Source: an optimization exercise on an open RTL-to-GDS flow (aim: small area). Production flows keep margins and buffers that such runs may drop. Function was checked by simulation only, so behaviour that the tests miss may differ from the original. No activity file was given, so power comes from the tool's default toggle rates.

Setup of before:
==> module ioRegFile, before the edit <==
module ioRegFile (
	input logic clock,
	input logic rstN,
	input logic writeEnable,
	input logic clearRegs,
	input servoRegPkg::regAddrT writeAddr,
	input servoRegPkg::regAddrT readAddrA,
	input servoRegPkg::regAddrT readAddrB,
	input servoRegPkg::dataT writeData,
	input servoRegPkg::adcSampleT adcSample,
	input logic rest,
	input logic active,
	input logic adcReady,
	output servoRegPkg::dataT readDataA,
	output servoRegPkg::dataT readDataB,
	output servoRegPkg::servoCaseT servoCase,
	output servoRegPkg::displayT displayWord
);
	localparam logic [31:0] WRITABLE = 32'hFFFF_FE9C;
	servoRegPkg::dataT store [0:31];
	logic [31:0] valid;
	logic [31:0] selA;
	logic [31:0] selB;
	servoRegPkg::adcSampleT adcReg;
	logic restReg;
	logic activeReg;
	always_ff @(posedge clock or negedge rstN) begin
		if (!rstN) begin
			adcReg <= '0;
			restReg <= 1'b0;
			activeReg <= 1'b0;
		end else begin
			adcReg <= adcSample;
			restReg <= rest;
			activeReg <= active;
		end
	end
	for (genvar i = 0; i < 32; i++) begin : g_entry
		if (WRITABLE[i]) begin : g_rw
			logic [31:0] data;
			logic v;
			logic hit;
			logic load;
			logic hold;
			assign hit = writeEnable && (writeAddr == i);
			invDrv holdDrv_inst (.a(hit), .y(hold));
			invDrv loadDrv_inst (.a(hold), .y(load));
			regEntry entry_inst (
				.clock(clock),
				.load(load),
				.hold(hold),
				.writeData(writeData),
				.data(data)
			);
			always_ff @(posedge clock or negedge rstN) begin
				if (!rstN) begin
					v <= 1'b0;
				end else if (clearRegs) begin
					v <= 1'b0;
				end else if (hit) begin
					v <= 1'b1;
				end
			end
			assign store[i] = data;
			assign valid[i] = v;
		end else if (i == 1) begin : g_adc
			assign store[i] = {24'b0, adcReg};
			assign valid[i] = 1'b1;
		end else if (i == 5) begin : g_rest
			assign store[i] = {31'b0, restReg};
			assign valid[i] = 1'b1;
		end else if (i == 6) begin : g_active
			assign store[i] = {31'b0, activeReg};
			assign valid[i] = 1'b1;
		end else if (i == 8) begin : g_tick
			assign store[i] = {31'b0, adcReady};
			assign valid[i] = 1'b1;
		end else begin : g_zero
			assign store[i] = '0;
			assign valid[i] = 1'b0;
		end
		if (WRITABLE[i] || i == 1 || i == 5 || i == 6 || i == 8) begin : g_sel
			invDrv selADrv_inst (.a(~(valid[i] && (readAddrA == i))), .y(selA[i]));
			invDrv selBDrv_inst (.a(~(valid[i] && (readAddrB == i))), .y(selB[i]));
		end else begin : g_nosel
			assign selA[i] = 1'b0;
			assign selB[i] = 1'b0;
		end
	end
	logic [26:0] wSelA;
	logic [26:0] wSelB;
	logic [26:0][31:0] wData;
	assign wSelA[0] = selA[2];
	assign wSelB[0] = selB[2];
	assign wData[0] = store[2];
	assign wSelA[1] = selA[3];
	assign wSelB[1] = selB[3];
	assign wData[1] = store[3];
	assign wSelA[2] = selA[4];
	assign wSelB[2] = selB[4];
	assign wData[2] = store[4];
	assign wSelA[3] = selA[7];
	assign wSelB[3] = selB[7];
	assign wData[3] = store[7];
	assign wSelA[4] = selA[9];
	assign wSelB[4] = selB[9];
	assign wData[4] = store[9];
	assign wSelA[5] = selA[10];
	assign wSelB[5] = selB[10];
	assign wData[5] = store[10];
	assign wSelA[6] = selA[11];
	assign wSelB[6] = selB[11];
	assign wData[6] = store[11];
	assign wSelA[7] = selA[12];
	assign wSelB[7] = selB[12];
	assign wData[7] = store[12];
	assign wSelA[8] = selA[13];
	assign wSelB[8] = selB[13];
	assign wData[8] = store[13];
	assign wSelA[9] = selA[14];
	assign wSelB[9] = selB[14];
	assign wData[9] = store[14];
	assign wSelA[10] = selA[15];
	assign wSelB[10] = selB[15];
	assign wData[10] = store[15];
	assign wSelA[11] = selA[16];
	assign wSelB[11] = selB[16];
	assign wData[11] = store[16];
	assign wSelA[12] = selA[17];
	assign wSelB[12] = selB[17];
	assign wData[12] = store[17];
	assign wSelA[13] = selA[18];
	assign wSelB[13] = selB[18];
	assign wData[13] = store[18];
	assign wSelA[14] = selA[19];
	assign wSelB[14] = selB[19];
	assign wData[14] = store[19];
	assign wSelA[15] = selA[20];
	assign wSelB[15] = selB[20];
	assign wData[15] = store[20];
	assign wSelA[16] = selA[21];
	assign wSelB[16] = selB[21];
	assign wData[16] = store[21];
	assign wSelA[17] = selA[22];
	assign wSelB[17] = selB[22];
	assign wData[17] = store[22];
	assign wSelA[18] = selA[23];
	assign wSelB[18] = selB[23];
	assign wData[18] = store[23];
	assign wSelA[19] = selA[24];
	assign wSelB[19] = selB[24];
	assign wData[19] = store[24];
	assign wSelA[20] = selA[25];
	assign wSelB[20] = selB[25];
	assign wData[20] = store[25];
	assign wSelA[21] = selA[26];
	assign wSelB[21] = selB[26];
	assign wData[21] = store[26];
	assign wSelA[22] = selA[27];
	assign wSelB[22] = selB[27];
	assign wData[22] = store[27];
	assign wSelA[23] = selA[28];
	assign wSelB[23] = selB[28];
	assign wData[23] = store[28];
	assign wSelA[24] = selA[29];
	assign wSelB[24] = selB[29];
	assign wData[24] = store[29];
	assign wSelA[25] = selA[30];
	assign wSelB[25] = selB[30];
	assign wData[25] = store[30];
	assign wSelA[26] = selA[31];
	assign wSelB[26] = selB[31];
	assign wData[26] = store[31];
	for (genvar b = 0; b < 32; b++) begin : g_bit
		logic [26:0] dW;
		for (genvar k = 0; k < 27; k++) begin : g_col
			assign dW[k] = wData[k][b];
		end
		if (b == 0) begin : g_b0
			readSlice #(.N(31)) sliceA_inst (.sel({selA[8], selA[6], selA[5], selA[1], wSelA}), .d({store[8][0], store[6][0], store[5][0], store[1][0], dW}), .y(readDataA[b]));
			readSlice #(.N(31)) sliceB_inst (.sel({selB[8], selB[6], selB[5], selB[1], wSelB}), .d({store[8][0], store[6][0], store[5][0], store[1][0], dW}), .y(readDataB[b]));
		end else if (b < 8) begin : g_adc
			readSlice #(.N(28)) sliceA_inst (.sel({selA[1], wSelA}), .d({store[1][b], dW}), .y(readDataA[b]));
			readSlice #(.N(28)) sliceB_inst (.sel({selB[1], wSelB}), .d({store[1][b], dW}), .y(readDataB[b]));
		end else begin : g_hi
			readSlice #(.N(27)) sliceA_inst (.sel(wSelA), .d(dW), .y(readDataA[b]));
			readSlice #(.N(27)) sliceB_inst (.sel(wSelB), .d(dW), .y(readDataB[b]));
		end
	end
	assign servoCase = valid[2] ? store[2][2:0] : 3'b000;
	assign displayWord = valid[3] ? store[3][20:5] : 16'b0;
endmodule
==> module invDrv, before the edit <==
module invDrv (
	input logic a,
	output logic y
);
	assign y = ~a;
endmodule
==> flow/config.mk <==
export PLATFORM = sky130hd
export DESIGN_NAME = servoRegSystem
export DESIGN_NICKNAME = servoRegSystem
export VERILOG_FILES = /design/flow/design.v
export SDC_FILE = /design/flow/constraint.sdc
export NUM_CORES = 4
export LEC_CHECK = 0
export CAP_MARGIN = 20
export CORE_MARGIN = 2
export CORE_UTILIZATION = 55
export SLEW_MARGIN = 20
export SYNTH_HIERARCHICAL = 1
export SYNTH_MINIMUM_KEEP_SIZE = 0
==> flow/constraint.sdc <==
create_clock -name core_clock -period 10.0 [get_ports {clock}]
set_input_delay 2.0000 -clock core_clock [delete_from_list [all_inputs] [get_ports {clock}]]
set_output_delay 2.0000 -clock core_clock [all_outputs]
set_load 0.01 [all_outputs]
standard.sh (not shown) runs the stock make flow with config.mk's settings and CLKGATE_MAP_FILE= SYNTH_SCRIPT=/design/flow/synth_recipe.tcl, a recipe that flattens the netlist after the stock synthesis.
==> flow/flow/run.sh <==
#!/bin/bash
# Standard ORFS layout (the standard.sh, standard synthesis unchanged) with three
# changes: after floorplan, combinational cells go to their smallest drive strength
# (flow/downsize.tcl; later repair upsizes or buffers where needed); port buffers are buf_1
# instead of the default pick; and clock tree synthesis uses clkbuf_8 with larger sink
# clusters and no dummy loads. Each ORFS step keeps its own log under orfs/logs; make's
# output goes to make_synth.log and make_layout.log here.
set -euo pipefail
HERE=$(pwd)
CTS="-sink_clustering_enable -repair_clock_nets -dont_use_dummy_load -buf_list sky130_fd_sc_hd__clkbuf_8 -sink_clustering_size 14 -sink_clustering_max_diameter 100"
bash standard.sh synth > make_synth.log 2>&1
bash standard.sh \
	"POST_FLOORPLAN_TCL=$HERE/flow/downsize.tcl" \
	"CTS_ARGS=$CTS" \
	"BUFFER_PORTS_ARGS=-buffer_cell sky130_fd_sc_hd__buf_1" \
	finish > make_layout.log 2>&1
==> flow/flow/downsize.tcl <==
# Before placement: put each combinational cell on the smallest-area variant of its own
# function (same name stem, other drive strength; the strongest of those if several have
# that area); placement's and later repair_design
# upsize or buffer again where slew, capacitance or timing need it. Flip-flops keep their
# cells.
set swapped 0
set saved 0.0
foreach inst [get_cells *] {
  set ref [get_property $inst ref_name]
  if {![regexp {^sky130_fd_sc_hd__([a-z0-9]+)_([0-9]+)$} $ref -> stem drive]} { continue }
  if {[regexp {^(df|edf|sdf|dl|tap|fill|decap|conb|clk)} $stem]} { continue }
  set cur [get_lib_cells */$ref]
  set best $cur
  set best_area [get_property $cur area]
  set best_drive $drive
  foreach cand [get_lib_cells */sky130_fd_sc_hd__${stem}_*] {
    set cname [get_property $cand name]
    if {![regexp "^sky130_fd_sc_hd__${stem}_(\[0-9\]+)\$" $cname -> cdrive]} { continue }
    if {[get_property $cand dont_use]} { continue }
    set a [get_property $cand area]
    if {$a < $best_area - 1e-6 || (abs($a - $best_area) < 1e-6 && $cdrive > $best_drive)} {
      set best $cand; set best_area $a; set best_drive $cdrive
    }
  }
  if {[get_property $best name] ne $ref} {
    set saved [expr {$saved + [get_property $cur area] - $best_area}]
    replace_cell $inst $best
    incr swapped
  }
}
puts "downsize.tcl: swapped $swapped cells, [format %.1f $saved] um2 less"
before was carried through to the last stage, and its layout satisfied the timing, design-rule and antenna checks.
Setup changes, before to after
--- a/flow/design.v
+++ b/flow/design.v
@@ -74,16 +74,12 @@
 		if (WRITABLE[i]) begin : g_rw
 			logic [31:0] data;
 			logic v;
-			logic hit;
 			logic load;
-			logic hold;
-			assign hit = writeEnable && (writeAddr == i);
-			invDrv holdDrv_inst (.a(hit), .y(hold));
-			invDrv loadDrv_inst (.a(hold), .y(load));
+			assign load = writeEnable && (writeAddr == i);
 			regEntry entry_inst (
 				.clock(clock),
 				.load(load),
-				.hold(hold),
+				.hold(~load),
 				.writeData(writeData),
 				.data(data)
 			);
@@ -92,7 +88,7 @@
 					v <= 1'b0;
 				end else if (clearRegs) begin
 					v <= 1'b0;
-				end else if (hit) begin
+				end else if (load) begin
 					v <= 1'b1;
 				end
 			end
@@ -114,13 +110,8 @@
 			assign store[i] = '0;
 			assign valid[i] = 1'b0;
 		end
-		if (WRITABLE[i] || i == 1 || i == 5 || i == 6 || i == 8) begin : g_sel
-			invDrv selADrv_inst (.a(~(valid[i] && (readAddrA == i))), .y(selA[i]));
-			invDrv selBDrv_inst (.a(~(valid[i] && (readAddrB == i))), .y(selB[i]));
-		end else begin : g_nosel
-			assign selA[i] = 1'b0;
-			assign selB[i] = 1'b0;
-		end
+		assign selA[i] = valid[i] && (readAddrA == i);
+		assign selB[i] = valid[i] && (readAddrB == i);
 	end
 	logic [26:0] wSelA;
 	logic [26:0] wSelB;
@@ -272,12 +263,6 @@
 		data <= ({32{load}} & writeData) | ({32{hold}} & data);
 	end
 endmodule
-module invDrv (
-	input logic a,
-	output logic y
-);
-	assign y = ~a;
-endmodule
 `timescale 1ns/1ps
 module servoPwm (
 	input logic clock,
[summary]
- The total power on before is in line with that on after.
- Area fraction in and, or, nand and nor cells after synthesis: after > before
- Core utilization: after vs before up 1.2 points
- In terms of clock network power consumption, before and after differ only marginally.
- Looking at smallest setup slack after layout, after sits 0.37 ns above before.
- Compared to before, after has first-pass GRT wire length about 8% higher.
- Fraction of synthesized cell area in xor and xnor cells essentially unchanged between after and before.

## afterwards: timing with drivers on the ports
In the flow no input, the clock included, has a driving cell. The finished layouts below were timed again as built, in two steps. Step 1, drivers: a clkbuf_16 drives clock and a buf_2 each remaining input, both assumed. Step 2 adds t to the input delays and takes it off the output delays; t is the mean of the earliest and latest rising clock arrival at the registers after step 1. Input paths then give back, and output paths get back, about the clock's delay inside the block. a / b / c = ideal / step 1 / step 2; a / b = the first two.
run	shift t [ns]	slack for setup (ns)	latest minus earliest clock arrival (ns)	worst register clock-pin slew, ns	worst data-port slew with drivers (ns)
before	0.756	2.855 / 2.826 / 2.826	0.086 / 0.086	0.10 / 0.10	0.05
after	0.760	3.221 / 3.192 / 3.192	0.073 / 0.073	0.10 / 0.10	0.10
After both steps setup and hold are still met in every run listed.
